What follows belongs to an exercise in optimizing a design on an open flow for small area, a short achievable clock period and few clock cycles per item; a production flow would make more cautious choices.
RTL that was checked went through simulation tests only; none was proved equivalent to the original.
The RTL of runs 2 to 7 was laid out without a check of its function.
Power and IR drop assume default switching activity.

`flow/config.mk`:
```
export PLATFORM = sky130hd
export DESIGN_NAME = page_table_leaf_ager
export DESIGN_NICKNAME = page_table_leaf_ager
export VERILOG_FILES = /design/flow/design.v
export SDC_FILE = /design/flow/constraint.sdc
export NUM_CORES = 4
export LEC_CHECK = 0
export ABC_AREA = 1
export CAP_MARGIN = 20
export CORE_MARGIN = 2
export CORE_UTILIZATION = 40
export CTS_BUF_LIST = sky130_fd_sc_hd__clkbuf_16
export CTS_CLUSTER_DIAMETER = 80
export CTS_CLUSTER_SIZE = 24
export SETUP_SLACK_MARGIN = 2.7
export SLEW_MARGIN = 20
```
`flow/constraint.sdc`:
```
create_clock -name core_clock -period 5.0 [get_ports {clk}]
set_input_delay 1.0000 -clock core_clock [delete_from_list [all_inputs] [get_ports {clk}]]
set_output_delay 1.0000 -clock core_clock [all_outputs]
set_load 0.01 [all_outputs]
```
`flow/design.v`:
```
module page_table_leaf_ager (
    input  logic              clk,
    input  logic              rst_n,
    input  logic              push,
    output logic              full,
    input  logic              entry_valid,
    input  logic              entry_accessed,
    input  logic [3:0]        entry_age,
    input  logic              last_entry,
    output logic              empty,
    input  logic              pop,
    output logic [3:0]        new_age,
    output logic              advanced,
    output logic [31:0]       bucket_count,
    output logic              region_done,
    output logic signed [4:0] region_old_max,
    output logic signed [4:0] region_new_max,
    output logic              region_moves,
    output logic [9:0]        aged_total
);
    logic full_reg;
    logic empty_reg;       
    logic q0_v, q1_v, x_v;
    logic qa0;             
    logic accept, fire_ok, x_fire, q_adv;
    assign accept  = push && !full_reg;
    assign fire_ok = empty_reg || pop;
    assign x_fire  = x_v && fire_ok;
    assign q_adv   = qa0 || (q0_v && pop);
    logic       q0_val, q0_acc, q0_last;
    logic [3:0] q0_age;
    logic       q1_val, q1_acc, q1_last;
    logic [3:0] q1_age;
    logic       qn_val, qn_acc, qn_last;
    logic [3:0] qn_age;
    logic       q0_load;
    logic [3:0] qn_nage;
    logic       qn_aflag, qn_move;
    logic [15:0] qn_age_is;
    logic [7:0] qn_esel, qn_osel;
    always_comb
    begin
        q0_load = q_adv || !q0_v;
        if (q0_v && q1_v)
        begin
            {qn_val, qn_acc, qn_age, qn_last} = {q1_val, q1_acc, q1_age, q1_last};
        end
        else
        begin
            {qn_val, qn_acc, qn_age, qn_last} = {entry_valid, entry_accessed, entry_age,
                                                 last_entry};
        end
        if (!qn_val)
        begin
            qn_nage = qn_age;
        end
        else if (qn_acc)
        begin
            qn_nage = 4'd0;
        end
        else if (qn_age != 4'd15)
        begin
            qn_nage = qn_age + 4'd1;
        end
        else
        begin
            qn_nage = 4'd15;
        end
        qn_aflag = qn_val && (qn_acc || (qn_age != 4'd15));
        qn_move  = qn_val && (qn_acc ? (qn_age != 4'd0) : (qn_age != 4'd15));
        for (int i = 0; i < 16; i++)
        begin
            qn_age_is[i] = (qn_age == i);
        end
        for (int j = 0; j < 8; j++)
        begin
            qn_esel[j] = qn_age_is[2*j] || ((j > 0) && qn_age_is[(2*j+15)%16]);
            qn_osel[j] = qn_age_is[2*j] || qn_age_is[2*j+1];
        end
    end
    logic [3:0] q0_nage;
    logic       q0_aflag, q0_move;
    logic [7:0] q0_esel, q0_osel;
    always_ff @(posedge clk)
    begin
        if (q0_load)
        begin
            q0_val   <= qn_val;
            q0_acc   <= qn_acc;
            q0_age   <= qn_age;
            q0_last  <= qn_last;
            q0_nage  <= qn_nage;
            q0_aflag <= qn_aflag;
            q0_move  <= qn_move;
            q0_esel  <= qn_esel;
            q0_osel  <= qn_osel;
        end
        if (accept && (q_adv ? q1_v : q0_v))
        begin
            q1_val  <= entry_valid;
            q1_acc  <= entry_accessed;
            q1_age  <= entry_age;
            q1_last <= last_entry;
        end
    end
    logic        x_acc, x_last, x_adv, x_mv;
    logic [3:0]  x_age, x_nage;
    logic [15:0] x_ra;     
    logic [15:0] x_rn;     
    logic [15:0] q_ra, q_rn;
    always_ff @(posedge clk)
    begin
        if (q_adv)
        begin
            x_acc  <= q0_acc;
            x_age  <= q0_age;
            x_nage <= q0_nage;
            x_last <= q0_last;
            x_adv  <= q0_aflag;
            x_mv   <= q0_move;
            x_ra   <= q_ra;
            x_rn   <= q_rn;
        end
    end
    logic [15:0] x_age_is, x_inc_is;
    logic [15:0] dec_tog, inc_tog;
    logic [15:0] dec_val, inc_val;
    logic [15:0] x_bucket;
    logic [15:0] wr_pre, wr;
    logic [15:0] bus_zero;
    logic [15:0] bus_grp [0:3];
    always_comb
    begin
        for (int i = 0; i < 16; i++)
        begin
            x_age_is[i] = (x_age == i);
        end
        x_inc_is[0] = x_acc;
        for (int i = 1; i < 16; i++)
        begin
            x_inc_is[i] = !x_acc && x_age_is[i-1];
        end
        for (int k = 0; k < 16; k++)
        begin
            dec_tog[k] = !(|(x_ra & ~(16'hffff << k)));
            inc_tog[k] = &(x_rn | (16'hffff << k));
        end
        dec_val  = x_ra ^ (dec_tog & {16{|x_ra}});
        inc_val  = x_rn ^ (inc_tog & {16{!(&x_rn)}});
        x_bucket = x_mv ? inc_val : x_ra;
        wr_pre   = (x_age_is | x_inc_is) & {16{x_v && x_mv}};
        wr       = wr_pre & {16{fire_ok}};
        bus_zero = x_acc ? inc_val : dec_val;
        bus_grp[0] = (|(x_inc_is & 16'h0054)) ? inc_val : dec_val;
        bus_grp[1] = (|(x_inc_is & 16'h5500)) ? inc_val : dec_val;
        bus_grp[2] = (|(x_inc_is & 16'h00aa)) ? inc_val : dec_val;
        bus_grp[3] = (|(x_inc_is & 16'haa00)) ? inc_val : dec_val;
    end
    logic [15:0] hist [0:15];
    logic [15:0] hist_ok;
    always_ff @(posedge clk)
    begin
        if (wr[0])
        begin
            hist[0] <= bus_zero;
        end
        for (int i = 1; i < 16; i++)
        begin
            if (wr[i])
            begin
                hist[i] <= bus_grp[(i % 2 == 0) ? ((i < 8) ? 0 : 1) : ((i < 8) ? 2 : 3)];
            end
        end
    end
    always_ff @(posedge clk or negedge rst_n)
    begin
        if (!rst_n)
        begin
            hist_ok <= '0;
        end
        else
        begin
            hist_ok <= hist_ok | wr;
        end
    end
    logic       xn_mv, xn_acc;
    logic [3:0] xn_age, xn_incb;
    logic       qh_acc;
    logic [3:0] qh_age, qh_incb;
    logic       f_aa, f_ai, f_na, f_ni;    
    always_comb
    begin
        xn_mv   = q_adv ? q0_move : (x_v && x_mv && !x_fire);
        xn_acc  = q_adv ? q0_acc : x_acc;
        xn_age  = q_adv ? q0_age : x_age;
        xn_incb = xn_acc ? 4'd0 : (xn_age + 4'd1);
        qh_acc  = q0_load ? qn_acc : q0_acc;
        qh_age  = q0_load ? qn_age : q0_age;
        qh_incb = qh_acc ? 4'd0 : (qh_age + 4'd1);
    end
    always_ff @(posedge clk)
    begin
        f_aa <= xn_mv && (qh_age  == xn_age);
        f_ai <= xn_mv && (qh_age  == xn_incb);
        f_na <= xn_mv && (qh_incb == xn_age);
        f_ni <= xn_mv && (qh_incb == xn_incb);
    end
    logic [15:0] rd_e, rd_o, rd_a, rd_a1, rd_n;
    always_comb
    begin
        rd_e = '0;
        rd_o = '0;
        for (int j = 0; j < 8; j++)
        begin
            rd_e = rd_e | (hist[2*j]   & {16{q0_esel[j] && hist_ok[2*j]}});
            rd_o = rd_o | (hist[2*j+1] & {16{q0_osel[j] && hist_ok[2*j+1]}});
        end
        rd_a  = q0_age[0] ? rd_o : rd_e;
        rd_a1 = q0_age[0] ? rd_e : rd_o;
        rd_n  = q0_acc ? (hist[0] & {16{hist_ok[0]}}) : rd_a1;
        q_ra  = f_aa ? dec_val : (f_ai ? inc_val : rd_a);
        q_rn  = f_na ? dec_val : (f_ni ? inc_val : rd_n);
    end
    logic       closed;
    logic       any_v;
    logic [3:0] omax, nmax;
    logic [9:0] cnt;
    logic       b_any;
    logic [9:0] b_cnt;
    logic [9:0] cnt_tog;
    always_comb
    begin
        b_any = any_v && !closed;
        b_cnt = closed ? 10'd0 : cnt;
        for (int k = 0; k < 10; k++)
        begin
            cnt_tog[k] = &(b_cnt | (10'h3ff << k));
        end
    end
    always_ff @(posedge clk or negedge rst_n)
    begin
        if (!rst_n)
        begin
            closed <= 1'b1;
        end
        else if (q_adv)
        begin
            closed <= q0_last;
        end
    end
    always_ff @(posedge clk)
    begin
        if (q_adv)
        begin
            any_v <= b_any || q0_val;
            if (q0_val && (!b_any || (q0_age > omax)))
            begin
                omax <= q0_age;
            end
            if (q0_val && (!b_any || (q0_nage > nmax)))
            begin
                nmax <= q0_nage;
            end
            cnt <= b_cnt ^ (cnt_tog & {10{q0_aflag && !b_cnt[9]}});
        end
    end
    logic [42:0] x_res;
    logic [4:0]  x_om, x_nm;
    logic [42:0] o_res;
    assign x_om  = x_last ? (any_v ? {1'b0, omax} : 5'h1f) : 5'h00;
    assign x_nm  = x_last ? (any_v ? {1'b0, nmax} : 5'h1f) : 5'h00;
    assign x_res = {x_nage, x_adv, x_bucket, x_last, x_om, x_nm,
                    x_last && any_v && (omax != nmax), cnt};
    always_ff @(posedge clk)
    begin
        if (x_fire)
        begin
            o_res <= x_res;
        end
    end
    logic q0_v_n, q1_v_n, x_v_n, o_v_n;
    always_comb
    begin
        q0_v_n = q_adv ? (q1_v || accept) : (q0_v || accept);
        q1_v_n = q_adv ? (q1_v && accept) : (q1_v || (accept && q0_v));
        x_v_n  = q_adv || (x_v && !x_fire);
        o_v_n  = x_fire || (!empty_reg && !pop);
    end
    always_ff @(posedge clk or negedge rst_n)
    begin
        if (!rst_n)
        begin
            q0_v      <= 1'b0;
            q1_v      <= 1'b0;
            x_v       <= 1'b0;
            qa0       <= 1'b0;
            full_reg  <= 1'b0;
            empty_reg <= 1'b1;
        end
        else
        begin
            q0_v      <= q0_v_n;
            q1_v      <= q1_v_n;
            x_v       <= x_v_n;
            qa0       <= q0_v_n && (!x_v_n || !o_v_n);
            full_reg  <= q1_v_n;
            empty_reg <= !o_v_n;
        end
    end
    assign full  = full_reg;
    assign empty = empty_reg;
    assign {new_age, advanced, bucket_count[15:0], region_done, region_old_max,
            region_new_max, region_moves, aged_total} = o_res;
    assign bucket_count[31:16] = 16'd0;
endmodule
```
`flow/flow/run.sh`:
```
#!/bin/bash
# Layout flow: the standard ORFS flow (standard.sh) with three changes to how the
# layout is made; the registers and their names are those of the standard synthesis:
#  - synthesis leaves adders as plain gates (no half/full-adder cell extraction), since
#    this design's +1/-1 logic is faster as plain gates;
#  - port buffers are sky130_fd_sc_hd__buf_2 cells (the default pick is a slow delay cell);
#  - timing and design repair may resize a cell into one with a different footprint.
# Each tool's full output goes to a log file in this folder; ORFS keeps its own step logs
# under orfs/logs.
set -euo pipefail
bash standard.sh ADDER_MAP_FILE= MATCH_CELL_FOOTPRINT=0 "BUFFER_PORTS_ARGS=-buffer_cell sky130_fd_sc_hd__buf_2" finish > flow_make.log 2>&1
```
`flow/standard.sh`:
```
#!/bin/bash
# synth_recipe.tcl (not shown) runs the flow's synth.tcl, then flattens the netlist and writes it again
# the make line also repeats each setting of config.mk as NAME=value (left out here)
make -C /OpenROAD-flow-scripts/flow DESIGN_CONFIG=/design/flow/config.mk WORK_HOME=/design/flow/orfs CLKGATE_MAP_FILE= SYNTH_SCRIPT=/design/flow/synth_recipe.tcl "${@:-finish}"
```
==> results of run 1 <==
[placed cells by master, fill, tap and decap left out, types with 18 or more instances in the layout]
cell	n
o21ai_1	22
o21ai_2	22
inv_1	98
nand3_1	276
dfrtp_1	18
a21oi_1	35
nor2_1	123
nand2_2	35
o21ai_0	64
edfxtp_1	387
clkbuf_16	26
nor2_4	21
buf_4	22
buf_2	54
nand2_1	670
[area by class of cell]
cell class                      count  share of cell area, %
Multi-Input combinational cell   1386                   30.4
Sequential cell                   423                   57.3
Inverter                          105                   1.99
Clock buffer                       26                   2.99
Timing Repair Buffer               88                   2.98
Tap cell                          615                   3.54
Clock inverter                     20                  0.748
Timing Repair inverter              2                 0.0460
[power groups by stage]
stage	clock network (W)	registers, W	logic, W
2_1_floorplan	0	0.00611	0.00412
3_3_place_gp	0	0.00653	0.00592
3_5_place_dp	0	0.00655	0.00599
4_1_cts	0.00228	0.00648	0.00610
5_1_grt	0.00239	0.00654	0.00722
6_report	0.00224	0.00644	0.00654
[critical path, stage by stage (launching register included)]
cell	delay, ns
dfxtp_1	0.60
nand2_1	0.18
nor3_1	0.37
a21oi_1	0.08
nand2_1	0.31
inv_6	0.18
o21ai_1	0.38
[logic make-up after synthesis]
family | Yosys count | synth area share (%)
compound gates | 168 | 4.68
xor+xnor | 17 | 0.845
buf+inv | 197 | 4.28
flops | 423 | 64.2
mux | 1 | 0.0581
other cells | 1 | 0.0193
simple gates | 1184 | 25.9
[what timing repair did]
item	CTS	global route
endpoints found under the hold margin	0	0
pin swaps	1	6
setup buffers	5	20
endpoints found under the setup margin	349	297
resized for setup	43	84
cloned	1	1
[layer usage]
layer,vias up,wire (um),track usage (%)
met1,6858,23900,30.6
met5,-,0,0
met4,0,1560,6.24
met2,520,26700,36.6
met3,90,3000,2.05
li1,6797,-,-
[final timing paths]
path | slack (ns) | to | cells after the start
max in group asynchronous | 4.08 | q0_v | 1
worst max register to register | 2.67 | hist[8][9] | 6
worst min register to register | 0.41 | o_res[38] | 0
worst max-delay path | 2.67 | hist[8][9] | 6
worst min-delay path | 0.41 | o_res[38] | 0
min in group asynchronous | 0.46 | full_reg | 1
[per-stage QoR]
stage          hold WS [ns]  worst slack (ns)  instance area (um2)
2_1_floorplan         0.400              2.12                19700
3_3_place_gp          0.409              1.84                20300
3_5_place_dp          0.412              1.84                20300
4_1_cts               0.411              2.60                21200
5_1_grt               0.442              2.59                21800
6_report              0.409              2.67                21800
==> impl_metrics.tcl, run 1 <==
set metrics [dict create \
    hold_start "x_adv" \
    route.detailed.drc 0 \
    netSwitchingFraction_pct 44.3 \
    rsz0062_at_grt "true" \
    top_regs "hist (256), o_res (42)" \
    cts_tree "yes" \
    antenna_found_initial 0 \
    fillers 4577 \
    cp-end-kind "flop" \
    cts_root_buf "clkbuf_16" \
    regMostFlops "hist" \
    antennaDiodeCount 0 \
    num_vias 14300 \
    hp-class "flop to flop" \
    dp.cells 2592 \
    postRouteAntennaNets 0 \
    wire_per_inst_um 20.7 \
    cts_htree_levels 1 \
    syn_area_mm2 0.0194 \
    min_period_ns 2.33 \
    rows 80 \
    portBuffers 55 \
    overflow 0 \
    finalHoldViolCount 0 \
    total_power_w 0.0152 \
    p_clk_share_pct 14.7 \
    ys_ff_latch 423 \
    power.density_mw_per_mm2 699 \
    p_switching_w 0.00675 \
    place_hpwl_mm 37.5 \
    fp.dieW_um 224 \
    drv_slew 0 \
    clock-sinks 423 \
    criticalPathCategory "flop to flop" \
    routed_via_density 5.35 \
    crit_arrival_ns 2.68 \
    status "timing/DRC/antenna clean" \
    coreArea_mm2 0.0478 \
    slew_headroom_pct 40.3 \
    period_share_pct 46.7 \
    drtIter0Drc 1619 \
    cp-start-kind "flop" \
    multi_input_area_mm2 0.00663 \
    synth-main-ff-cell "edfxtp_1" \
    tns_ns 0 \
    drive_gt1_share_pct 13.4 \
    area_growth_pct 12.2 \
    ios 72 \
    reg2reg_from "x_age[1]" \
    clkSlewWorstSetupHoldPaths_ns 0.09 \
    worstMarginPinSlew_ns 0.896 \
    grt_max_degree 43 \
    numCtsBuffers 25 \
    hold_buffers 0 \
    area.sequential_mm2 0.0125 \
    gp_congestion 0.909 \
    yosysMostFrequentCell "nand2_1" \
    track_usage_pct 21.9 \
    yosysSeqAreaShare_pct 64.2 \
    seqPwrFrac_pct 42.3 \
    avgSynthCellArea_um2 9.74 \
    yosysTopAreaCellShare_pct 59.9 \
    required_ns 5.35 \
    post-route-util_pct 45.5 \
    nNetsFinal 2042 \
    firstDrtPassIters 5 \
    async_flop_share_pct 5.20 \
    wl_mm 55.2 \
    max_freq_ghz 0.429 \
    largest_register_ffs 256 \
    yosys.area.top_type "edfxtp_1" \
    clockBufferDepth 3 \
    netlist_instances 1991 \
    leakagePower_nw 8.68 \
    crit_path_start "x_age[1]" \
    clk_latency_ns 0.59 \
    max_cap_violations 0 \
    setup_viol 0 \
    power_frac_comb_pct 43.0 \
    grt_pass1_wl_mm 83.8 \
    clock_skew_ns 0.0265 \
    synth_edf_count 387 \
    ys_warn_count 3 \
    yosys-top-cells-count "nand2_1 (689), edfxtp_1 (387), nand3_1 (277), nor2_1 (142), o21ai_0 (106)" \
    final_cells 2665 \
    path_max_fanout 27 \
    ys_types 49 \
    internal_power_w 0.00847 \
    initial_core_util_pct 40.5 \
    irDropWorstVdd_uv 328 \
    die_h_um 224 \
    grt_pass1_vias 13800 \
    dieArea_mm2 0.0503 \
    synthTopCellsByArea "edfxtp_1 (60%), nand2_1 (13%), nand3_1 (7.1%)" \
]
Testbench counts, summed over its fixed seeds: cycles 32,800, items 32,768.
==> run 2, diff against run 1 <==
--- a/flow/design.v
+++ b/flow/design.v
@@ -20,4 +20,6 @@
 );
-    logic full_reg;
+    logic full_reg;        
     logic empty_reg;       
+    logic o_v;             
+    logic q1_e;            
     logic q0_v, q1_v, x_v;
@@ -25,4 +27,5 @@
     logic accept, fire_ok, x_fire, q_adv;
-    assign accept  = push && !full_reg;
-    assign fire_ok = empty_reg || pop;
+    assign q1_v    = !q1_e;
+    assign accept  = push && q1_e;
+    assign fire_ok = !o_v || pop;
     assign x_fire  = x_v && fire_ok;
@@ -286,3 +289,3 @@
         x_v_n  = q_adv || (x_v && !x_fire);
-        o_v_n  = x_fire || (!empty_reg && !pop);
+        o_v_n  = x_fire || (o_v && !pop);
     end
@@ -293,3 +296,4 @@
             q0_v      <= 1'b0;
-            q1_v      <= 1'b0;
+            q1_e      <= 1'b1;
+            o_v       <= 1'b0;
             x_v       <= 1'b0;
@@ -302,3 +306,4 @@
             q0_v      <= q0_v_n;
-            q1_v      <= q1_v_n;
+            q1_e      <= !q1_v_n;
+            o_v       <= o_v_n;
             x_v       <= x_v_n;
==> flow/flow/run.sh (replaced) <==
#!/bin/bash
# Layout flow: the standard ORFS flow (standard.sh, standard synthesis unchanged) with two
# changes to how the layout is made:
#  - port buffers are sky130_fd_sc_hd__buf_2 cells (the default pick is a slow delay cell);
#  - timing and design repair may resize a cell into one with a different footprint.
# Each tool's full output goes to a log file in this folder; ORFS keeps its own step logs
# under orfs/logs.
set -euo pipefail
bash standard.sh MATCH_CELL_FOOTPRINT=0 "BUFFER_PORTS_ARGS=-buffer_cell sky130_fd_sc_hd__buf_2" finish > flow_make.log 2>&1
==> impl_metrics.tcl, run 2 <==
set metrics [dict create \
    grt_max_degree 43 \
    fin_ws_ns 2.75 \
    routed_via_density 5.25 \
    wire_per_inst_um 20.1 \
    min_period_ns 2.25 \
    period_share_pct 44.9 \
    hp-class "primary input to asynchronous set/reset pin" \
    num_vias 14800 \
    netlist_instances 2043 \
    met1Wirelength_mm 23.4 \
    fp.dieW_um 226 \
    final_cells 2807 \
    portBuffers 55 \
    wl_mm 56.3 \
    synthTopCellsByArea "edfxtp_1 (59%), nand2_1 (14%), nand3_1 (5.3%)" \
    ys_warn_count 3 \
    avgSynthCellArea_um2 9.66 \
    antennaDiodeCount 0 \
    numCtsBuffers 27 \
    worstMarginPinSlew_ns 0.891 \
    clockBufferDepth 3 \
    cts_htree_levels 1 \
    crit_slowest_cell "dfstp_2" \
    track_usage_pct 22.0 \
    tns_ns 0 \
    nNetsFinal 2153 \
    crit_arrival_ns 1.25 \
    initial_core_util_pct 40.4 \
    max_freq_ghz 0.445 \
    yosys.area.top_type "edfxtp_1" \
    ys_types 47 \
    drtIter0Drc 1558 \
    dp.cells 2701 \
    place_hpwl_mm 37.5 \
    postRouteAntennaNets 0 \
    slew_headroom_pct 40.5 \
    grt_pass1_vias 14100 \
    yosys-top-cells-count "nand2_1 (761), edfxtp_1 (387), nand3_1 (207), inv_1 (135), nor2_1 (120)" \
    max_cap_violations 0 \
    dieArea_mm2 0.0511 \
    clock_skew_ns 0.0348 \
    cp-end-kind "output port" \
    cts_root_buf "clkbuf_16" \
    irDropWorstVdd_uv 283 \
    dpl_worst_slack_ns 1.75 \
    drive_gt1_share_pct 15.3 \
    yosysMostFrequentCell "nand2_1" \
    mostFrequentLayoutCell "nand2_1" \
    async_flop_share_pct 5.65 \
    status "timing/DRC/antenna clean" \
    path_max_fanout 1 \
    ios 72 \
    grt_pass1_wl_mm 83.9 \
    fillers 4569 \
    yosysTopAreaCellShare_pct 58.9 \
    antenna_found_initial 1 \
    crit_chain "buf_2" \
    regMostFlops "hist" \
    cts_tree "yes" \
    synth_edf_count 387 \
    coreArea_mm2 0.0488 \
    met3WireLength_mm 3.95 \
    final_cell_mix "nand2_1 (738), edfxtp_1 (387), nand3_1 (205), inv_1 (124), nor2_1 (102)" \
    yosysSeqAreaShare_pct 63.4 \
    die_h_um 226 \
    clkSlewWorstSetupHoldPaths_ns 0.09 \
    rows 81 \
    criticalPathCategory "flop to output port" \
    firstDrtPassIters 5 \
    clock-sinks 425 \
    hold_buffers 0 \
    power.density_mw_per_mm2 686 \
    top_regs "hist (256), o_res (42)" \
    overflow 0 \
    leakagePower_nw 9.19 \
    routed.top_layer "met4" \
    cp-start-kind "flop" \
    gp_congestion 0.963 \
    required_ns 4.00 \
    route.detailed.drc 0 \
    setup_viol 0 \
    cp.buffers_inverters 1 \
    ys_ff_latch 425 \
    syn_area_mm2 0.0197 \
    wl_met2_mm 27.2 \
    critPathTopFamily "flip-flops" \
    drv_slew 0 \
    synth-main-ff-cell "edfxtp_1" \
    largest_register_ffs 256 \
    area_growth_pct 14.6 \
    rsz0062_at_grt "true" \
    clk_latency_ns 0.60 \
    worst_path_largest_cell_delay_ns 0.53 \
    finalHoldViolCount 0 \
]
==> run 2: cell count changes in the layout (fill, tap and decap cells not counted), moves of 13 or more <==
| cell | previous run | this run |
|---|---|---|
| o21ai_1 | 22 | 42 |
| ha_1 | 0 | 13 |
| nor2_1 | 123 | 102 |
| nand2_1 | 670 | 738 |
| inv_1 | 98 | 124 |
| buf_4 | 22 | 48 |
| nand3_1 | 276 | 205 |
==> run 2: power by group <==
| group | switching, W | internal, W | total (W) |
|---|---|---|---|
| Clock | 0.00132 | 0.00109 | 0.00240 |
| Combinational | 0.00485 | 0.00201 | 0.00686 |
| Sequential | 0.000619 | 0.00563 | 0.00625 |
==> run 2: worst paths after layout <==
path                                 from          to  slack (ns)  cells past startpoint
worst max-delay path            empty_reg       empty        2.75                      1
max in group asynchronous           rst_n        q0_v        4.12                      1
worst min-delay path                rst_n    full_reg        0.42                      1
worst min register to register  x_nage[2]   o_res[41]        0.43                      0
min in group core_clock         x_nage[2]   o_res[41]        0.43                      0
worst max register to register    x_ra[8]  hist[1][0]        2.76                      8
==> run 2: layout make-up <==
type	instances	area [um2]	share of cell area, %
multi-input combinational	1403	6810	30.1
clock buffer	28	701	3.10
timing repair inverter	3	20.0	0.0885
timing repair buffer	117	921	4.07
sequential	425	12500	55.3
tap	664	831	3.67
inverter	148	613	2.71
clock inverter	19	204	0.902
==> run 2: timing repair <==
action / 4_1_cts / 5_1_grt
gates cloned: 4 / 1
endpoints found under the setup margin: 335 / 395
pin swaps: 3 / 12
resized for setup: 45 / 60
endpoints found under the hold margin: 0 / 0
setup buffers: 16 / 38
==> run 2: worst reg2reg max path, cell delays in order, from the launching register on <==
cell and delay [ns]:
edfxtp_1 0.44, nor2_4 0.18, nand3_4 0.11, nor3_4 0.24, nand2_4 0.12, inv_2 0.09, nand2_4 0.11, ha_2 0.48
o21ai_1 0.18
==> run 2: per-stage QoR <==
stage	utilization (%)	hold slack, ns	total power [W]	cell area [um2]
floorplan	-	0.400	0.0102	20000
global placement	42.5	0.406	0.0123	20700
detailed placement	42.5	0.406	0.0125	20700
CTS	45.0	0.427	0.0151	22000
global route	46.3	0.433	0.0165	22600
finish	46.3	0.417	0.0155	22600
==> run 2: per-layer routing <==
metal	track usage, %	vias up
li1	-	6970
met1	29.7	7044
met2	36.8	623
met3	2.49	113
met4	7.70	0
met5	0	-
==> run 2: cells by family (layout without fill, tap and decap cells) <==
| logic type | Yosys count | in the layout | synth area share [%] |
|---|---|---|---|
| xor+xnor | 15 | 15 | 0.704 |
| flops | 425 | 425 | 63.4 |
| compound gates | 172 | 172 | 4.56 |
| mux | 1 | 1 | 0.0571 |
| other cells | 1 | 16 | 0.0190 |
| buf+inv | 231 | 315 | 4.91 |
| simple gates | 1181 | 1182 | 25.3 |
| fa+ha+maj | 17 | 17 | 1.08 |
==> run 3, diff against run 2 <==
--- a/flow/config.mk
+++ b/flow/config.mk
@@ -11,5 +11,5 @@
 export CORE_UTILIZATION = 40
-export CTS_BUF_LIST = sky130_fd_sc_hd__clkbuf_16
-export CTS_CLUSTER_DIAMETER = 80
-export CTS_CLUSTER_SIZE = 24
+export CTS_BUF_LIST = sky130_fd_sc_hd__clkbuf_8
+export CTS_CLUSTER_DIAMETER = 60
+export CTS_CLUSTER_SIZE = 20
 export SETUP_SLACK_MARGIN = 2.7
==> impl_metrics.tcl, run 3 <==
set metrics [dict create \
    drive_gt1_share_pct 16.0 \
    setup_viol 0 \
    rsz0062_at_grt "true" \
    portBuffers 55 \
    grt_util_met1_pct 29.5 \
    nNetsFinal 2163 \
    grt_busiest_layer "met2" \
    drtIter0Drc 1564 \
    synthAdderAreaFrac_pct 1.08 \
    reg2reg_depth 9 \
    num_vias 14800 \
    antennaDiodeCount 0 \
    yosys.area.top_type "edfxtp_1" \
    firstDrtPassIters 5 \
    routed_via_density 5.25 \
    area.sequential_mm2 0.0125 \
    min_period_ns 2.27 \
    async_flop_share_pct 5.65 \
    dieArea_mm2 0.0511 \
    numCtsBuffers 37 \
    final_cell_mix "nand2_1 (736), edfxtp_1 (387), nand3_1 (205), inv_1 (126), nor2_1 (102)" \
    synth-simple-area-share_pct 25.3 \
    track_usage_pct 22.4 \
    overflow 0 \
    hp-class "primary input to asynchronous set/reset pin" \
    rows 81 \
    antenna_found_initial 1 \
    required_ns 4.00 \
    drv_slew 0 \
    cp-end-kind "output port" \
    worst_path_largest_cell_delay_ns 0.54 \
    internal_power_w 0.00856 \
    largest_register_ffs 256 \
    cts_htree_levels 2 \
    clock-sinks 425 \
    netlist_instances 2043 \
    crit_chain "buf_6" \
    seqPwrFrac_pct 40.5 \
    synth_edf_count 387 \
    clk_latency_ns 0.66 \
    route.detailed.drc 0 \
    mostFrequentLayoutCell "nand2_1" \
    path_max_fanout 1 \
    grtUsageMet3_pct 3.60 \
    synth_top_family_by_area "simple AND/OR/NAND/NOR gates" \
    avgSynthCellArea_um2 9.66 \
    p_clk_share_pct 14.6 \
    ios 72 \
    wl_mm 57.1 \
    netSwitchingFraction_pct 44.5 \
    yosysTopAreaCellShare_pct 58.9 \
    gp_congestion 0.963 \
    tns_ns 0 \
    syn_area_mm2 0.0197 \
    cts_root_buf "clkbuf_8" \
    grt_max_degree 43 \
    ys_warn_count 3 \
    p_switching_w 0.00687 \
    power.density_mw_per_mm2 684 \
    criticalPathCategory "flop to output port" \
    ys_ff_latch 425 \
    cp-start-kind "flop" \
    coreArea_mm2 0.0488 \
    clkSlewWorstSetupHoldPaths_ns 0.12 \
    status "timing/DRC/antenna clean" \
    endpoint "empty" \
    crit_path_start "empty_reg" \
    cp.buffers_inverters 1 \
    ys_types 47 \
    yosysSeqAreaShare_pct 63.4 \
    fillers 4586 \
    clockBufferDepth 3 \
    period_share_pct 45.3 \
    multi_input_area_mm2 0.00684 \
    yosys-top-cells-count "nand2_1 (761), edfxtp_1 (387), nand3_1 (207), inv_1 (135), nor2_1 (120)" \
    fp.dieW_um 226 \
    synth_xor_xnor_area_share_pct 0.704 \
    grt_use_met2_pct 37.1 \
    postRouteAntennaNets 0 \
    area_growth_pct 14.4 \
    synth-main-ff-cell "edfxtp_1" \
    reg2reg_from "x_ra[12]" \
    top_regs "hist (256), o_res (42)" \
    leakagePower_nw 9.16 \
    yosysMostFrequentCell "nand2_1" \
    grt_pass1_wl_mm 84.8 \
    finalHoldViolCount 0 \
    slew_headroom_pct 40.4 \
    critPathTopFamily "flip-flops" \
    total_power_w 0.0154 \
    wire_per_inst_um 20.2 \
    clock_skew_ns 0.0607 \
    max_freq_ghz 0.441 \
    grt_pass1_vias 14300 \
    cts_tree "yes" \
    regMostFlops "hist" \
    die_h_um 226 \
    cp.depth 1 \
    crit_slowest_cell "dfstp_2" \
    synthTopCellsByArea "edfxtp_1 (59%), nand2_1 (14%), nand3_1 (5.3%)" \
    r2r-end "hist[3][7]" \
    synth_compound_area_share_pct 4.56 \
    max_cap_violations 0 \
    irDropWorstVdd_uv 312 \
    initial_core_util_pct 40.4 \
    power_frac_comb_pct 44.9 \
    worstMarginPinSlew_ns 0.893 \
    r2r_slack_ns 2.76 \
    crit_arrival_ns 1.27 \
    synth.mux.area_fraction_pct 0.0571 \
    place_hpwl_mm 37.5 \
    hold_buffers 0 \
]
-- run 3: repair_timing --
item                       4_1_cts  5_1_grt
gates cloned                     4        2
pin swaps                        7        8
setup buffers                   15       38
setup endpoints to repair      315      297
resized for setup               51       60
-- run 3: power groups by stage --
stage	registers (W)	logic [W]	clock network [W]
3_3_place_gp	0.00633	0.00599	0
5_1_grt	0.00634	0.00759	0.00242
4_1_cts	0.00627	0.00640	0.00230
2_1_floorplan	0.00609	0.00415	0
3_5_place_dp	0.00635	0.00611	0
6_report	0.00625	0.00693	0.00226
-- run 3: area by class of cell --
class / instances / area share [%]
Inverter: 148 / 2.73
Multi-Input combinational cell: 1404 / 30.3
Clock buffer: 38 / 2.32
Timing Repair Buffer: 116 / 4.03
Tap cell: 664 / 3.68
Timing Repair inverter: 3 / 0.0887
Clock inverter: 27 / 1.40
Sequential cell: 425 / 55.4
-- run 3: cells by family (layout without fill, tap and decap cells) --
group	count (synthesis)	after routing
xor+xnor	15	15
mux	1	1
buf+inv	231	332
flops	425	425
compound gates	172	172
other cells	1	16
simple gates	1181	1183
fa+ha+maj	17	17
-- run 3: worst min path at each step --
stage                   to  cells past startpoint
3_3_place_gp     o_res[38]                      0
2_1_floorplan    o_res[38]                      0
3_5_place_dp     o_res[41]                      0
6_report        hist_ok[2]                      1
4_1_cts        hist_ok[10]                      1
5_1_grt        hist_ok[12]                      1
-- run 3: metal layers --
| layer | part of all wire, % | wire (um) | vias to the layer above |
|---|---|---|---|
| li1 | - | - | 6999 |
| met1 | 41 | 23600 | 7115 |
| met2 | 48 | 27600 | 611 |
| met3 | 7.1 | 4050 | 115 |
| met4 | 3.3 | 1890 | 0 |
| met5 | 0 | 0 | - |
-- run 3: stage by stage --
step	hold slack [ns]	cell area (um2)	util [%]	cells	worst slack, ns
final	0.378	22600	46.2	2825	2.73
after global routing	0.370	22600	46.2	2825	2.60
after CTS	0.366	21900	44.9	2785	2.69
after detailed placement	0.406	20700	42.5	2701	1.75
after global placement	0.406	20700	42.5	2701	1.77
after floorplan	0.400	20000	-	2058	2.12
==> run 4, diff against run 3 <==
--- a/flow/config.mk
+++ b/flow/config.mk
@@ -11,5 +11,5 @@
 export CORE_UTILIZATION = 40
-export CTS_BUF_LIST = sky130_fd_sc_hd__clkbuf_8
+export CTS_BUF_LIST = sky130_fd_sc_hd__clkbuf_4 sky130_fd_sc_hd__clkbuf_8
 export CTS_CLUSTER_DIAMETER = 60
-export CTS_CLUSTER_SIZE = 20
+export CTS_CLUSTER_SIZE = 12
 export SETUP_SLACK_MARGIN = 2.7
==> impl_metrics.tcl, run 4 <==
set metrics [dict create \
    clock_skew_ns 0.0572 \
    route.detailed.drc 0 \
    power_frac_comb_pct 44.5 \
    period_share_pct 44.9 \
    nNetsFinal 2165 \
    required_ns 5.35 \
    clk_latency_ns 0.65 \
    r2r_slack_ns 2.76 \
    worstMarginPinSlew_ns 0.879 \
    hp-class "primary input to asynchronous set/reset pin" \
    irDropWorstVdd_uv 248 \
    hold_slack_ns 0.393 \
    power.density_mw_per_mm2 687 \
    leakagePower_nw 9.18 \
    fin_ws_ns 2.76 \
    ys_warn_count 3 \
    initial_core_util_pct 40.4 \
    cp_common_cell "nand2_1" \
    largest_register_ffs 256 \
    coreArea_mm2 0.0488 \
    endpoint "hist[11][9]" \
    netlist_instances 2043 \
    mostFrequentLayoutCell "nand2_1" \
    worst_path_largest_cell_delay_ns 0.48 \
    track_usage_pct 22.4 \
    min_period_ns 2.24 \
    clockBufferDepth 3 \
    max_freq_ghz 0.446 \
    setup_viol 0 \
    crit_slowest_cell "edfxtp_1" \
    r2r-end "hist[11][9]" \
    criticalPathCategory "flop to flop" \
    synthTopCellsByArea "edfxtp_1 (59%), nand2_1 (14%), nand3_1 (5.3%)" \
    yosysSeqAreaShare_pct 63.4 \
    cts_htree_levels 2 \
    dpl_worst_slack_ns 1.75 \
    yosysTopAreaCellShare_pct 58.9 \
    clkSlewWorstSetupHoldPaths_ns 0.09 \
    grt_max_degree 43 \
    p_clk_share_pct 15.1 \
    wire_per_inst_um 20.3 \
    crit_arrival_ns 2.59 \
    wl_mm 57.3 \
    portBuffers 55 \
    synth-main-ff-cell "edfxtp_1" \
    dp.cells 2701 \
    final_cells 2825 \
    async_flop_share_pct 5.65 \
    reg2reg_from "x_ra[5]" \
    rsz0062_at_grt "true" \
    reg2reg_depth 9 \
    cp-start-kind "flop" \
    ys_types 47 \
    max_cap_violations 0 \
    regMostFlops "hist" \
    place_hpwl_mm 37.5 \
    num_vias 14900 \
    total_power_w 0.0155 \
    synth_edf_count 387 \
    status "timing/DRC/antenna clean" \
    final_cell_mix "nand2_1 (736), edfxtp_1 (387), nand3_1 (205), inv_1 (125), nor2_1 (102)" \
    cp-end-kind "flop" \
    antenna_found_initial 1 \
    fp.dieW_um 226 \
    yosysMostFrequentCell "nand2_1" \
    slew_headroom_pct 41.3 \
    die_h_um 226 \
    gp_congestion 0.963 \
    grt_pass1_wl_mm 85.0 \
    firstDrtPassIters 6 \
    avgSynthCellArea_um2 9.66 \
    tns_ns 0 \
    top_regs "hist (256), o_res (42)" \
    ios 72 \
    dieArea_mm2 0.0511 \
    finalHoldViolCount 0 \
    drtIter0Drc 1514 \
    drive_gt1_share_pct 16.2 \
    overflow 0 \
    p_switching_w 0.00677 \
    crit_path_start "x_ra[5]" \
    path_max_fanout 7 \
    internal_power_w 0.00872 \
    cts_tree "yes" \
    area_growth_pct 14.3 \
    numCtsBuffers 45 \
    ys_ff_latch 425 \
    rows 81 \
    grt_pass1_vias 14400 \
    crit_chain "nor2_1 -> nand3_1 -> nor2_4 -> buf_12 -> nand2_1 -> o21ai_0 -> nand2_2 -> nand2_1 -> nand2_1" \
    postRouteAntennaNets 0 \
    netSwitchingFraction_pct 43.7 \
    yosys-top-cells-count "nand2_1 (761), edfxtp_1 (387), nand3_1 (207), inv_1 (135), nor2_1 (120)" \
    clock-sinks 425 \
    routed_via_density 5.27 \
    cts_root_buf "clkbuf_8" \
    syn_area_mm2 0.0197 \
    drv_slew 0 \
    seqPwrFrac_pct 40.4 \
    fillers 4597 \
    yosys.area.top_type "edfxtp_1" \
]
## run 4: cell counts after synthesis
No cell type changed its count.
## run 4: layout make-up
cell class	instances	area [um2]	share of cell area, %
multi-input cells	1404	6880	30.5
clock buffers	59	743	3.30
clock inverters	11	129	0.572
repair buffers	110	815	3.61
diodes	1	2.50	0.0111
flip-flops and latches	425	12500	55.5
inverters	148	608	2.70
well taps	664	831	3.69
repair inverters	3	20.0	0.0888
## run 4: worst max-delay path: cells and delay by family (launching register included)
| kind | cells | cell delay [ns] |
|---|---|---|
| simple gates | 7 | 1.06 |
| flops | 1 | 0.48 |
| compound gates | 1 | 0.25 |
| buf+inv | 1 | 0.13 |
## run 4: kinds of logic (layout without fill, tap and decap cells)
family	count (synthesis)	in the layout	synth area share [%]
fa+ha+maj	17	17	1.08
other cells	1	17	0.0190
flops	425	425	63.4
buf+inv	231	331	4.91
simple gates	1181	1183	25.3
xor+xnor	15	15	0.704
mux	1	1	0.0571
compound gates	172	172	4.56
## run 4: repair_timing
action / in CTS / in global routing
resized for setup: 45 / 71
pin swaps: 5 / 14
hold endpoints to repair: 0 / 0
buffers inserted: 16 / 31
hold buffers: 0 / 0
setup endpoints to repair: 314 / 402
cloned: 4 / 2
## run 4: power groups by stage
| stage | Clock, W | Combinational (W) | Sequential [W] |
|---|---|---|---|
| 6_report | 0.00233 | 0.00689 | 0.00626 |
| 4_1_cts | 0.00238 | 0.00636 | 0.00628 |
| 3_5_place_dp | 0 | 0.00611 | 0.00635 |
| 3_3_place_gp | 0 | 0.00599 | 0.00633 |
| 5_1_grt | 0.00250 | 0.00757 | 0.00636 |
| 2_1_floorplan | 0 | 0.00415 | 0.00609 |
## run 4: per-layer routing
| metal | routed length, um | track usage [%] |
|---|---|---|
| met5 | 0 | 0 |
| met4 | 2060 | 8.83 |
| met3 | 4480 | 3.81 |
| met2 | 27400 | 36.9 |
| met1 | 23300 | 29.7 |
## run 4: stage by stage
step	cell area [um2]	utilization (%)
5_1_grt	22500	46.2
4_1_cts	21900	44.9
3_3_place_gp	20700	42.5
3_5_place_dp	20700	42.5
6_report	22500	46.2
2_1_floorplan	20000	-
## run 4: worst min-delay path by stage
stage	cells after the start	from	end	slack (ns)
5_1_grt	1	rst_n	qa0	0.39
3_3_place_gp	0	x_adv	o_res[38]	0.41
3_5_place_dp	0	x_nage[2]	o_res[41]	0.41
4_1_cts	1	rst_n	x_v	0.37
2_1_floorplan	0	x_adv	o_res[38]	0.40
6_report	1	rst_n	o_v	0.39
==> run 5, diff against run 4 <==
--- a/flow/design.v
+++ b/flow/design.v
@@ -20,6 +20,4 @@
 );
-    logic full_reg;        
+    logic full_reg;
     logic empty_reg;       
-    logic o_v;             
-    logic q1_e;            
     logic q0_v, q1_v, x_v;
@@ -27,5 +25,4 @@
     logic accept, fire_ok, x_fire, q_adv;
-    assign q1_v    = !q1_e;
-    assign accept  = push && q1_e;
-    assign fire_ok = !o_v || pop;
+    assign accept  = push && !full_reg;
+    assign fire_ok = empty_reg || pop;
     assign x_fire  = x_v && fire_ok;
@@ -188,6 +185,4 @@
     end
-    logic       xn_mv, xn_acc;
-    logic [3:0] xn_age, xn_incb;
-    logic       qh_acc;
-    logic [3:0] qh_age, qh_incb;
+    logic [3:0] x_incb, q_incb;
+    logic       x_wm;
     logic       f_aa, f_ai, f_na, f_ni;    
@@ -195,16 +190,9 @@
     begin
-        xn_mv   = q_adv ? q0_move : (x_v && x_mv && !x_fire);
-        xn_acc  = q_adv ? q0_acc : x_acc;
-        xn_age  = q_adv ? q0_age : x_age;
-        xn_incb = xn_acc ? 4'd0 : (xn_age + 4'd1);
-        qh_acc  = q0_load ? qn_acc : q0_acc;
-        qh_age  = q0_load ? qn_age : q0_age;
-        qh_incb = qh_acc ? 4'd0 : (qh_age + 4'd1);
-    end
-    always_ff @(posedge clk)
-    begin
-        f_aa <= xn_mv && (qh_age  == xn_age);
-        f_ai <= xn_mv && (qh_age  == xn_incb);
-        f_na <= xn_mv && (qh_incb == xn_age);
-        f_ni <= xn_mv && (qh_incb == xn_incb);
+        x_wm   = x_v && x_mv;
+        x_incb = x_acc  ? 4'd0 : (x_age + 4'd1);
+        q_incb = q0_acc ? 4'd0 : (q0_age + 4'd1);
+        f_aa   = x_wm && (q0_age == x_age);
+        f_ai   = x_wm && (q0_age == x_incb);
+        f_na   = x_wm && (q_incb == x_age);
+        f_ni   = x_wm && (q_incb == x_incb);
     end
@@ -289,3 +277,3 @@
         x_v_n  = q_adv || (x_v && !x_fire);
-        o_v_n  = x_fire || (o_v && !pop);
+        o_v_n  = x_fire || (!empty_reg && !pop);
     end
@@ -296,4 +284,3 @@
             q0_v      <= 1'b0;
-            q1_e      <= 1'b1;
-            o_v       <= 1'b0;
+            q1_v      <= 1'b0;
             x_v       <= 1'b0;
@@ -306,4 +293,3 @@
             q0_v      <= q0_v_n;
-            q1_e      <= !q1_v_n;
-            o_v       <= o_v_n;
+            q1_v      <= q1_v_n;
             x_v       <= x_v_n;
--- a/flow/config.mk
+++ b/flow/config.mk
@@ -11,5 +11,5 @@
 export CORE_UTILIZATION = 40
-export CTS_BUF_LIST = sky130_fd_sc_hd__clkbuf_4 sky130_fd_sc_hd__clkbuf_8
-export CTS_CLUSTER_DIAMETER = 60
-export CTS_CLUSTER_SIZE = 12
+export CTS_BUF_LIST = sky130_fd_sc_hd__clkbuf_16
+export CTS_CLUSTER_DIAMETER = 80
+export CTS_CLUSTER_SIZE = 24
 export SETUP_SLACK_MARGIN = 2.7
==> impl_metrics.tcl, run 5 <==
set metrics [dict create \
    cts_root_buf "clkbuf_16" \
    max_freq_ghz 0.439 \
    antennaDiodeCount 0 \
    yosysTopAreaCellShare_pct 60.3 \
    route.detailed.drc 0 \
    num_vias 15500 \
    period_share_pct 45.6 \
    nNetsFinal 2172 \
    hold_buffers 0 \
    worst_path_largest_cell_delay_ns 0.50 \
    largest_register_ffs 256 \
    place_area_mm2 0.0207 \
    synth_edf_count 397 \
    wl_mm 64.4 \
    routed_via_density 5.49 \
    dp.cells 2670 \
    avgSynthCellArea_um2 9.68 \
    criticalPathCategory "flop to flop" \
    slew_headroom_pct 38.9 \
    crit_slowest_cell "nor2_2" \
    final_cell_mix "nand2_1 (598), edfxtp_1 (397), nand3_1 (322), nor2_1 (130), inv_1 (102)" \
    fp.dieW_um 226 \
    initial_core_util_pct 40.5 \
    regMostFlops "hist" \
    power.density_mw_per_mm2 281 \
    final_cells 2826 \
    gp_congestion 0.934 \
    antenna_found_initial 0 \
    syn_area_mm2 0.0198 \
    async_flop_share_pct 5.25 \
    cp-end-kind "flop" \
    synthTopCellsByArea "edfxtp_1 (60%), nand2_1 (12%), nand3_1 (8.3%)" \
    yosys-top-cells-count "nand2_1 (622), edfxtp_1 (397), nand3_1 (328), nor2_1 (156), inv_1 (110)" \
    grt_pass1_vias 14400 \
    irDropWorstVdd_uv 250 \
    ys_ff_latch 419 \
    yosysMostFrequentCell "nand2_1" \
    cp-start-kind "flop" \
    drv_slew 0 \
    postRouteAntennaNets 0 \
    cp_common_cell "nand2_1" \
    critPathTopFamily "simple AND/OR/NAND/NOR gates" \
    grt_pass1_wl_mm 92.9 \
    yosys.area.top_type "edfxtp_1" \
    ys_types 42 \
    finalHoldViolCount 0 \
    max_cap_violations 0 \
    track_usage_pct 24.6 \
    clock-sinks 419 \
    rsz0062_at_grt "true" \
    tns_ns 0 \
    path_max_fanout 16 \
    cts_tree "yes" \
    area_growth_pct 17.8 \
    crit_chain "buf_12 -> buf_12 -> clkinvlp_4 -> buf_4 -> nor2_2 -> nand2_1 -> nand2_1 -> nor2_1 -> nand2_1 -> nand3_1 -> nand2_1" \
    numCtsBuffers 28 \
    total_power_w 0.00654 \
    clock_skew_ns 0.0223 \
    ys_warn_count 3 \
    clkSlewWorstSetupHoldPaths_ns 0.09 \
    worstMarginPinSlew_ns 0.917 \
    post-route-util_pct 47.7 \
    place_hpwl_mm 42.0 \
    cts_htree_levels 1 \
    firstDrtPassIters 5 \
    leakagePower_nw 9.69 \
    fin_area_mm2 0.0233 \
    crit_arrival_ns 2.75 \
    ios 72 \
    dieArea_mm2 0.0513 \
    coreArea_mm2 0.0488 \
    yosysSeqAreaShare_pct 63.1 \
    rows 81 \
    grt_max_degree 44 \
    cp.buffers_inverters 4 \
    portBuffers 55 \
    setup_viol 0 \
    synth-main-ff-cell "edfxtp_1" \
    min_period_ns 2.28 \
    mostFrequentLayoutCell "nand2_1" \
    clk_latency_ns 0.61 \
    top_regs "hist (256), o_res (42)" \
    required_ns 5.47 \
    netlist_instances 2044 \
    overflow 0 \
    drtIter0Drc 1679 \
    clockBufferDepth 3 \
    hp-class "flop to flop" \
    drive_gt1_share_pct 17.3 \
    status "timing/DRC/antenna clean" \
    die_h_um 226 \
    wire_per_inst_um 22.8 \
]
==> run 5: cell count changes after synthesis, moves of 14 or more <==
cell | previous run | this run
dfxtp_1 | 14 | 0
nor2_1 | 120 | 156
nand3_1 | 207 | 328
o21ai_1 | 42 | 5
a21oi_1 | 44 | 62
o21ai_0 | 70 | 103
clkbuf_1 | 47 | 77
nand2_1 | 761 | 622
inv_1 | 135 | 110
==> run 5: area by class of cell <==
class	instances	area [um2]
clock inverter	22	264
fill	4533	25600
tap	664	831
clock buffer	29	726
sequential	419	12500
timing repair buffer	167	1440
multi-input combinational	1409	7080
timing repair inverter	1	7.51
inverter	115	472
==> run 5: final timing paths <==
path                                 from          to  slack [ns]  cells past startpoint
worst max-delay path            q0_age[0]    x_rn[10]        2.72                     11
worst min-delay path            x_nage[2]   o_res[41]        0.43                      0
worst max register to register  q0_age[0]    x_rn[10]        2.72                     11
worst min register to register  x_nage[2]   o_res[41]        0.43                      0
max in group asynchronous           rst_n        q0_v        3.87                      1
min in group asynchronous           rst_n  hist_ok[5]        0.51                      1
==> run 5: per-stage QoR <==
| stage | hold WS, ns | worst slack (ns) |
|---|---|---|
| final | 0.429 | 2.72 |
| after global routing | 0.442 | 2.62 |
| after CTS | 0.431 | 2.58 |
| after detailed placement | 0.406 | 1.81 |
| after global placement | 0.402 | 1.84 |
| after floorplan | 0.400 | 2.13 |
==> run 5: metal layers <==
| metal | global-route usage, % | vias to the layer above | wire (um) |
|---|---|---|---|
| li1 | - | 7142 | - |
| met3 | 3.25 | 116 | 5550 |
| met1 | 35.4 | 7501 | 27200 |
| met5 | 0 | - | 0 |
| met4 | 7.58 | 0 | 2070 |
| met2 | 38.9 | 747 | 29500 |
==> run 5: worst reg2reg max path: stages, from the launching register on <==
cell,delay (ns)
edfxtp_1,0.43
buf_12,0.15
buf_12,0.10
clkinvlp_4,0.13
buf_4,0.17
nor2_2,0.50
nand2_1,0.11
nand2_1,0.15
nor2_1,0.07
nand2_1,0.17
nand3_1,0.10
nand2_1,0.06
==> run 5: report_power, final <==
part | switching, W | internal (W) | leakage [nW]
Combinational | 0.000102 | 0.0000504 | 5.00
Clock | 0.00137 | 0.00119 | 0.501
Sequential | 0.0000313 | 0.00380 | 4.19
==> run 5: logic make-up (layout without fill, tap and decap cells) <==
group                      count (synthesis)  count (layout)  synth area share, %
other                                      1              16               0.0190
xor gates and xnor gates                  15              15                0.664
AOI/OAI and AO/OA                        191             191                 5.08
DFF                                      419             419                 63.1
adders and majority gates                 20              20                 1.26
buffers and inverters                    231             334                 4.89
and+or+nand+nor                         1166            1166                 25.0
muxes                                      1               1               0.0569
==> run 5: what timing repair did <==
action / CTS / global route
gates resized for setup: 89 / 95
pin swaps: 16 / 24
setup endpoints to repair: 553 / 413
cloned: 1 / 5
buffers inserted: 43 / 56
==> run 6, diff against run 5 <==
--- a/flow/design.v
+++ b/flow/design.v
@@ -105,3 +105,3 @@
     end
-    logic        x_acc, x_last, x_adv, x_mv;
+    logic        x_val, x_acc, x_last, x_adv, x_mv;
     logic [3:0]  x_age, x_nage;
@@ -114,2 +114,3 @@
         begin
+            x_val  <= q0_val;
             x_acc  <= q0_acc;
@@ -129,4 +130,3 @@
     logic [15:0] wr_pre, wr;
-    logic [15:0] bus_zero;
-    logic [15:0] bus_grp [0:3];
+    logic [15:0] bus_even, bus_odd, bus_zero;
     always_comb
@@ -152,7 +152,5 @@
         wr       = wr_pre & {16{fire_ok}};
-        bus_zero = x_acc ? inc_val : dec_val;
-        bus_grp[0] = (|(x_inc_is & 16'h0054)) ? inc_val : dec_val;
-        bus_grp[1] = (|(x_inc_is & 16'h5500)) ? inc_val : dec_val;
-        bus_grp[2] = (|(x_inc_is & 16'h00aa)) ? inc_val : dec_val;
-        bus_grp[3] = (|(x_inc_is & 16'haa00)) ? inc_val : dec_val;
+        bus_zero = x_acc    ? inc_val : dec_val;
+        bus_even = x_age[0] ? inc_val : dec_val;
+        bus_odd  = x_age[0] ? dec_val : inc_val;
     end
@@ -170,3 +168,3 @@
             begin
-                hist[i] <= bus_grp[(i % 2 == 0) ? ((i < 8) ? 0 : 1) : ((i < 8) ? 2 : 3)];
+                hist[i] <= (i % 2 == 0) ? bus_even : bus_odd;
             end
@@ -185,4 +183,6 @@
     end
-    logic [3:0] x_incb, q_incb;
-    logic       x_wm;
+    logic       xn_mv, xn_acc;
+    logic [3:0] xn_age, xn_incb;
+    logic       qh_acc;
+    logic [3:0] qh_age, qh_incb;
     logic       f_aa, f_ai, f_na, f_ni;    
@@ -190,9 +190,16 @@
     begin
-        x_wm   = x_v && x_mv;
-        x_incb = x_acc  ? 4'd0 : (x_age + 4'd1);
-        q_incb = q0_acc ? 4'd0 : (q0_age + 4'd1);
-        f_aa   = x_wm && (q0_age == x_age);
-        f_ai   = x_wm && (q0_age == x_incb);
-        f_na   = x_wm && (q_incb == x_age);
-        f_ni   = x_wm && (q_incb == x_incb);
+        xn_mv   = q_adv ? q0_move : (x_v && x_mv && !x_fire);
+        xn_acc  = q_adv ? q0_acc : x_acc;
+        xn_age  = q_adv ? q0_age : x_age;
+        xn_incb = xn_acc ? 4'd0 : (xn_age + 4'd1);
+        qh_acc  = q0_load ? qn_acc : q0_acc;
+        qh_age  = q0_load ? qn_age : q0_age;
+        qh_incb = qh_acc ? 4'd0 : (qh_age + 4'd1);
+    end
+    always_ff @(posedge clk)
+    begin
+        f_aa <= xn_mv && (qh_age  == xn_age);
+        f_ai <= xn_mv && (qh_age  == xn_incb);
+        f_na <= xn_mv && (qh_incb == xn_age);
+        f_ni <= xn_mv && (qh_incb == xn_incb);
     end
@@ -217,2 +224,3 @@
     logic [3:0] omax, nmax;
+    logic       ne;        
     logic [9:0] cnt;
@@ -221,6 +229,8 @@
     logic [9:0] cnt_tog;
+    logic       n_any;
+    logic [3:0] n_omax, n_nmax;
     always_comb
     begin
-        b_any = any_v && !closed;
-        b_cnt = closed ? 10'd0 : cnt;
+        b_any  = any_v && !closed;
+        b_cnt  = closed ? 10'd0 : cnt;
         for (int k = 0; k < 10; k++)
@@ -229,2 +239,5 @@
         end
+        n_any  = b_any || x_val;
+        n_omax = (x_val && (!b_any || (x_age > omax))) ? x_age : omax;
+        n_nmax = (x_val && (!b_any || (x_nage > nmax))) ? x_nage : nmax;
     end
@@ -236,5 +249,5 @@
         end
-        else if (q_adv)
+        else if (x_fire)
         begin
-            closed <= q0_last;
+            closed <= x_last;
         end
@@ -243,23 +256,14 @@
     begin
-        if (q_adv)
+        if (x_fire)
         begin
-            any_v <= b_any || q0_val;
-            if (q0_val && (!b_any || (q0_age > omax)))
-            begin
-                omax <= q0_age;
-            end
-            if (q0_val && (!b_any || (q0_nage > nmax)))
-            begin
-                nmax <= q0_nage;
-            end
-            cnt <= b_cnt ^ (cnt_tog & {10{q0_aflag && !b_cnt[9]}});
+            any_v <= n_any;
+            omax  <= n_omax;
+            nmax  <= n_nmax;
+            ne    <= (n_omax != n_nmax);
+            cnt   <= b_cnt ^ (cnt_tog & {10{x_adv && !b_cnt[9]}});
         end
     end
-    logic [42:0] x_res;
-    logic [4:0]  x_om, x_nm;
-    logic [42:0] o_res;
-    assign x_om  = x_last ? (any_v ? {1'b0, omax} : 5'h1f) : 5'h00;
-    assign x_nm  = x_last ? (any_v ? {1'b0, nmax} : 5'h1f) : 5'h00;
-    assign x_res = {x_nage, x_adv, x_bucket, x_last, x_om, x_nm,
-                    x_last && any_v && (omax != nmax), cnt};
+    logic [3:0]  o_nage;
+    logic        o_adv, o_last;
+    logic [15:0] o_bucket;
     always_ff @(posedge clk)
@@ -268,3 +272,6 @@
         begin
-            o_res <= x_res;
+            o_nage   <= x_nage;
+            o_adv    <= x_adv;
+            o_bucket <= x_bucket;
+            o_last   <= x_last;
         end
@@ -302,4 +309,10 @@
     assign empty = empty_reg;
-    assign {new_age, advanced, bucket_count[15:0], region_done, region_old_max,
-            region_new_max, region_moves, aged_total} = o_res;
+    assign new_age             = o_nage;
+    assign advanced            = o_adv;
+    assign bucket_count[15:0]  = o_bucket;
+    assign region_done         = o_last;
+    assign region_old_max      = o_last ? (any_v ? {1'b0, omax} : 5'h1f) : 5'h00;
+    assign region_new_max      = o_last ? (any_v ? {1'b0, nmax} : 5'h1f) : 5'h00;
+    assign region_moves        = o_last && any_v && ne;
+    assign aged_total          = cnt;
     assign bucket_count[31:16] = 16'd0;
--- a/flow/config.mk
+++ b/flow/config.mk
@@ -14,3 +14,3 @@
 export CTS_CLUSTER_SIZE = 24
-export SETUP_SLACK_MARGIN = 2.7
+export SETUP_SLACK_MARGIN = 2.5
 export SLEW_MARGIN = 20
==> impl_metrics.tcl, run 6 <==
set metrics [dict create \
    yosys.area.top_type "edfxtp_1" \
    grt_use_met2_pct 37.3 \
    dieArea_mm2 0.0493 \
    grt_busiest_layer "met2" \
    cp-start-kind "flop" \
    reg2reg_from "x_ra[2]" \
    reg2reg_depth 10 \
    slew_headroom_pct 26.5 \
    synth_edf_count 369 \
    crit_chain "nor2_1 -> nand2_2 -> nor4_4 -> buf_4 -> buf_4 -> nand2_2 -> xnor2_2 -> nand2_1 -> o21ai_0 -> buf_4" \
    coreArea_mm2 0.0468 \
    syn_area_mm2 0.0190 \
    total_power_w 0.0152 \
    hold_path_end "x_nage[2]" \
    num_vias 14000 \
    cts_root_buf "clkbuf_16" \
    ys_ff_latch 405 \
    setup_viol 0 \
    worst_path_largest_cell_delay_ns 0.45 \
    crit_slowest_cell "edfxtp_1" \
    yosysMostFrequentCell "nand2_1" \
    r2r-end "hist[12][8]" \
    place_area_mm2 0.0199 \
    min_period_ns 2.49 \
    yosysSeqAreaShare_pct 62.7 \
    irDropWorstVdd_uv 275 \
    drive_gt1_share_pct 13.9 \
    clkSlewWorstSetupHoldPaths_ns 0.09 \
    ys_warn_count 2 \
    clock_skew_ns 0.0294 \
    postRouteAntennaNets 0 \
    gp_congestion 0.943 \
    overflow 0 \
    route.detailed.drc 0 \
    cts_htree_levels 1 \
    antenna_found_initial 0 \
    drv_slew 0 \
    largest_register_ffs 256 \
    leakagePower_nw 8.46 \
    clock-sinks 405 \
    ys_types 57 \
    path_max_fanout 7 \
    rows 79 \
    clockBufferDepth 3 \
    fin_area_mm2 0.0212 \
    clk_latency_ns 0.58 \
    grt_util_met1_pct 30.4 \
    numCtsBuffers 22 \
    power.density_mw_per_mm2 716 \
    mostFrequentLayoutCell "nand2_1" \
    cp_common_cell "buf_4" \
    synthTopCellsByArea "edfxtp_1 (58%), nand2_1 (10%), nand3_1 (7.9%)" \
    portBuffers 55 \
    yosys-top-cells-count "nand2_1 (507), edfxtp_1 (369), nand3_1 (299), inv_1 (147), nor2_1 (128)" \
    wire_per_inst_um 22.0 \
    drtIter0Drc 1689 \
    netlist_instances 1903 \
    r2r_slack_ns 2.51 \
    rsz0062_at_grt "true" \
    status "timing/DRC/antenna clean" \
    firstDrtPassIters 6 \
    cp-end-kind "flop" \
    fillers 4353 \
    nNetsFinal 1988 \
    async_flop_share_pct 5.43 \
    grtUsageMet3_pct 3.53 \
    hold_depth 0 \
    grt_pass1_vias 13100 \
    fp.dieW_um 222 \
    grt_pass1_wl_mm 83.3 \
    place_hpwl_mm 39.9 \
    yosysTopAreaCellShare_pct 58.3 \
    required_ns 5.40 \
    regMostFlops "hist" \
    final_cell_mix "nand2_1 (500), edfxtp_1 (369), nand3_1 (298), inv_1 (154), nor2_1 (107)" \
    cts_tree "yes" \
    max_freq_ghz 0.402 \
    crit_arrival_ns 2.89 \
    criticalPathCategory "flop to flop" \
    synth-main-ff-cell "edfxtp_1" \
    avgSynthCellArea_um2 9.98 \
    critPathTopFamily "simple AND/OR/NAND/NOR gates" \
    hold_start "q0_nage[2]" \
    max_cap_violations 0 \
    routed_via_density 5.42 \
    cp.buffers_inverters 3 \
    ios 72 \
    tns_ns 0 \
    initial_core_util_pct 40.6 \
    finalHoldViolCount 0 \
    grt_max_degree 57 \
    hp-class "flop to flop" \
    area_growth_pct 11.7 \
    track_usage_pct 22.5 \
    die_h_um 222 \
    wl_mm 56.8 \
    period_share_pct 49.7 \
    antennaDiodeCount 0 \
    worstMarginPinSlew_ns 1.10 \
]
## run 6: final cells by class
cell class / instances / area, um2 / area share, %
clock inverters: 17 / 105 / 0.495
repair buffers: 103 / 741 / 3.49
clock buffers: 23 / 576 / 2.71
well taps: 607 / 759 / 3.58
multi-input cells: 1271 / 6520 / 30.7
flip-flops and latches: 405 / 11900 / 56.1
inverters: 157 / 617 / 2.91
## run 6: worst max path at each step
stage,from,end,depth (start not counted)
final,x_ra[2],hist[12][8],10
after global routing,x_age[0],ne,17
after CTS,x_rn[1],hist[10][3],8
after detailed placement,pop,f_ni,15
after global placement,pop,f_ni,15
after floorplan,pop,hist[11][0],6
## run 6: cell families after synthesis
family | share of synthesized area [%]
xor gates and xnor gates | 1.00
adders and majority gates | 1.12
other | 0.0197
DFF | 62.7
buffers and inverters | 5.28
muxes | 0.0593
and+or+nand+nor | 23.7
AOI/OAI and AO/OA | 6.15
## run 6: stage by stage
step	worst slack [ns]	std cells	hold slack, ns	util [%]
after floorplan	1.95	1918	0.400	-
after global placement	1.96	2509	0.409	42.7
after detailed placement	1.94	2509	0.405	42.7
after CTS	2.30	2563	0.413	44.7
after global routing	2.39	2583	0.423	45.4
final	2.51	2583	0.410	45.4
## run 6: layer usage
| metal | vias up | part of all wire [%] |
|---|---|---|
| met5 | - | 0 |
| met4 | 0 | 3.7 |
| met3 | 121 | 7.7 |
| met2 | 573 | 48 |
| met1 | 6726 | 41 |
| li1 | 6571 | - |
## run 6: power breakdown
group	total [W]	switching, W	internal (W)
sequential	0.00629	0.000945	0.00535
combinational	0.00691	0.00496	0.00195
clock	0.00199	0.00113	0.000861
## run 6: timing repair
item | in CTS | in global routing
endpoints found under the setup margin | 234 | 236
gates cloned | 0 | 2
hold buffers | 0 | 0
resized for setup | 29 | 37
buffers inserted | 14 | 18
pin swaps | 5 | 1
==> run 7, diff against run 6 <==
--- a/flow/config.mk
+++ b/flow/config.mk
@@ -14,3 +14,3 @@
 export CTS_CLUSTER_SIZE = 24
-export SETUP_SLACK_MARGIN = 2.5
+export SETUP_SLACK_MARGIN = 2.7
 export SLEW_MARGIN = 20
==> impl_metrics.tcl, run 7 <==
set metrics [dict create \
    track_usage_pct 23.5 \
    p_switching_w 0.00742 \
    num_vias 14600 \
    path_max_fanout 10 \
    yosysMostFrequentCell "nand2_1" \
    max_freq_ghz 0.402 \
    drv_slew 0 \
    required_ns 4.00 \
    yosys-top-cells-count "nand2_1 (507), edfxtp_1 (369), nand3_1 (299), inv_1 (147), nor2_1 (128)" \
    netlist_instances 1903 \
    p_clk_share_pct 13.5 \
    max_cap_violations 0 \
    rows 79 \
    period_share_pct 49.7 \
    yosysTopAreaCellShare_pct 58.3 \
    ys_ff_latch 405 \
    cts_tree "yes" \
    status "timing/DRC/antenna clean" \
    seqPwrFrac_pct 38.5 \
    portBuffers 55 \
    synth_edf_count 369 \
    worstMarginPinSlew_ns 1.04 \
    coreArea_mm2 0.0468 \
    synthTopCellsByArea "edfxtp_1 (58%), nand2_1 (10%), nand3_1 (7.9%)" \
    dieArea_mm2 0.0493 \
    cp-end-kind "output port" \
    postRouteAntennaNets 0 \
    die_h_um 222 \
    yosysSeqAreaShare_pct 62.7 \
    antenna_found_initial 0 \
    tns_ns 0 \
    drive_gt1_share_pct 19.5 \
    power_frac_comb_pct 48.0 \
    firstDrtPassIters 6 \
    hold_buffers 0 \
    wl_mm 59.3 \
    ios 72 \
    yosys.area.top_type "edfxtp_1" \
    final_cells 2646 \
    irDropWorstVdd_uv 265 \
    clkSlewWorstSetupHoldPaths_ns 0.10 \
    grt_pass1_wl_mm 87.3 \
    regMostFlops "hist" \
    gp_congestion 0.918 \
    overflow 0 \
    grt_max_degree 45 \
    syn_area_mm2 0.0190 \
    largest_register_ffs 256 \
    slew_headroom_pct 30.9 \
    nNetsFinal 2048 \
    finalHoldViolCount 0 \
    leakagePower_nw 8.80 \
    route.detailed.drc 0 \
    synth-main-ff-cell "edfxtp_1" \
    grt_pass1_vias 13700 \
    cts_htree_levels 1 \
    area_growth_pct 17.3 \
    routed_via_density 5.53 \
    clk_latency_ns 0.59 \
    async_flop_share_pct 5.43 \
    rsz0062_at_grt "true" \
    hp-class "flop to flop" \
    setup_viol 0 \
    initial_core_util_pct 40.6 \
    power.density_mw_per_mm2 725 \
    mostFrequentLayoutCell "nand2_1" \
    ys_warn_count 2 \
    cts_root_buf "clkbuf_16" \
    internal_power_w 0.00873 \
    drtIter0Drc 1767 \
    netSwitchingFraction_pct 45.9 \
    numCtsBuffers 24 \
    crit_arrival_ns 1.49 \
    final_cell_mix "nand2_1 (477), edfxtp_1 (369), nand3_1 (290), inv_1 (140), nor2_1 (101)" \
    place_hpwl_mm 40.5 \
    ys_types 57 \
    avgSynthCellArea_um2 9.98 \
    clockBufferDepth 3 \
    cp-start-kind "flop" \
    dp.cells 2518 \
    wire_per_inst_um 22.4 \
    clock-sinks 405 \
    min_period_ns 2.49 \
    fp.dieW_um 222 \
    clock_skew_ns 0.0493 \
    criticalPathCategory "flop to output port" \
]
## run 7: kinds of logic (layout without fill, tap and decap cells)
kind of cell,Yosys count,in the layout,share of synthesized area [%]
buffers and inverters,243,360,5.28
XOR/XNOR,20,20,1.00
multiplexers,1,1,0.0593
other,1,17,0.0197
adder cells (fa/ha/maj),17,17,1.12
flip-flops,405,405,62.7
AND/OR/NAND/NOR,1016,1019,23.7
AO/OA/AOI/OAI,200,200,6.15
## run 7: area by class of cell
class,instances,area (um2)
antenna,1,2.50
clock buffer,24,601
clock inverter,20,188
fill,4298,24500
inverter,157,654
multi-input combinational,1273,6840
sequential,405,11900
tap,607,759
timing repair buffer,157,1300
timing repair inverter,2,10.0
## run 7: final timing paths
kind | from | end | slack, ns | cells past startpoint
min in group asynchronous | rst_n | q1_v | 0.58 | 1
min | q0_nage[2] | x_nage[2] | 0.42 | 0
min reg2reg | q0_nage[2] | x_nage[2] | 0.42 | 0
max in group asynchronous | rst_n | hist_ok[12] | 3.75 | 1
max | o_last | region_old_max[2] | 2.51 | 3
max reg2reg | x_ra[1] | hist[8][9] | 2.74 | 11
## run 7: metal layers
metal  GRT usage, %  wire, um
met1           31.8     24300
met2           39.8     28600
met3           3.27      4830
met4           6.32      1610
met5              0         0
## run 7: worst max-delay path: stages, from the launching register on
cell        delay, ns
edfxtp_1         0.41
clkinvlp_4       0.20
a21oi_1          0.17
buf_2            0.15
## run 7: stage by stage
stage                     utilization, %  setup WS, ns  hold WS (ns)  area (um2)  total power, W
after global placement              42.9          1.86         0.404       20000          0.0128
after floorplan                        -          1.95         0.400       19200          0.0100
after detailed placement            42.9          1.83         0.406       20000          0.0129
after global routing                47.6          2.40         0.427       22300          0.0170
after CTS                           45.8          2.49         0.422       21400          0.0154
final                               47.6          2.51         0.416       22300          0.0162
## run 7: power by group through the flow
stage	Clock (W)	Combinational (W)	Sequential, W
6_report	0.00218	0.00776	0.00622
5_1_grt	0.00231	0.00833	0.00631
4_1_cts	0.00220	0.00700	0.00621
3_5_place_dp	0	0.00646	0.00640
3_3_place_gp	0	0.00640	0.00637
2_1_floorplan	0	0.00416	0.00583
## run 7: what timing repair did
| action | in CTS | in global routing |
|---|---|---|
| cloned | 4 | 2 |
| endpoints found under the setup margin | 430 | 489 |
| gates resized for setup | 58 | 92 |
| setup buffers | 28 | 49 |
| pin swaps | 10 | 22 |
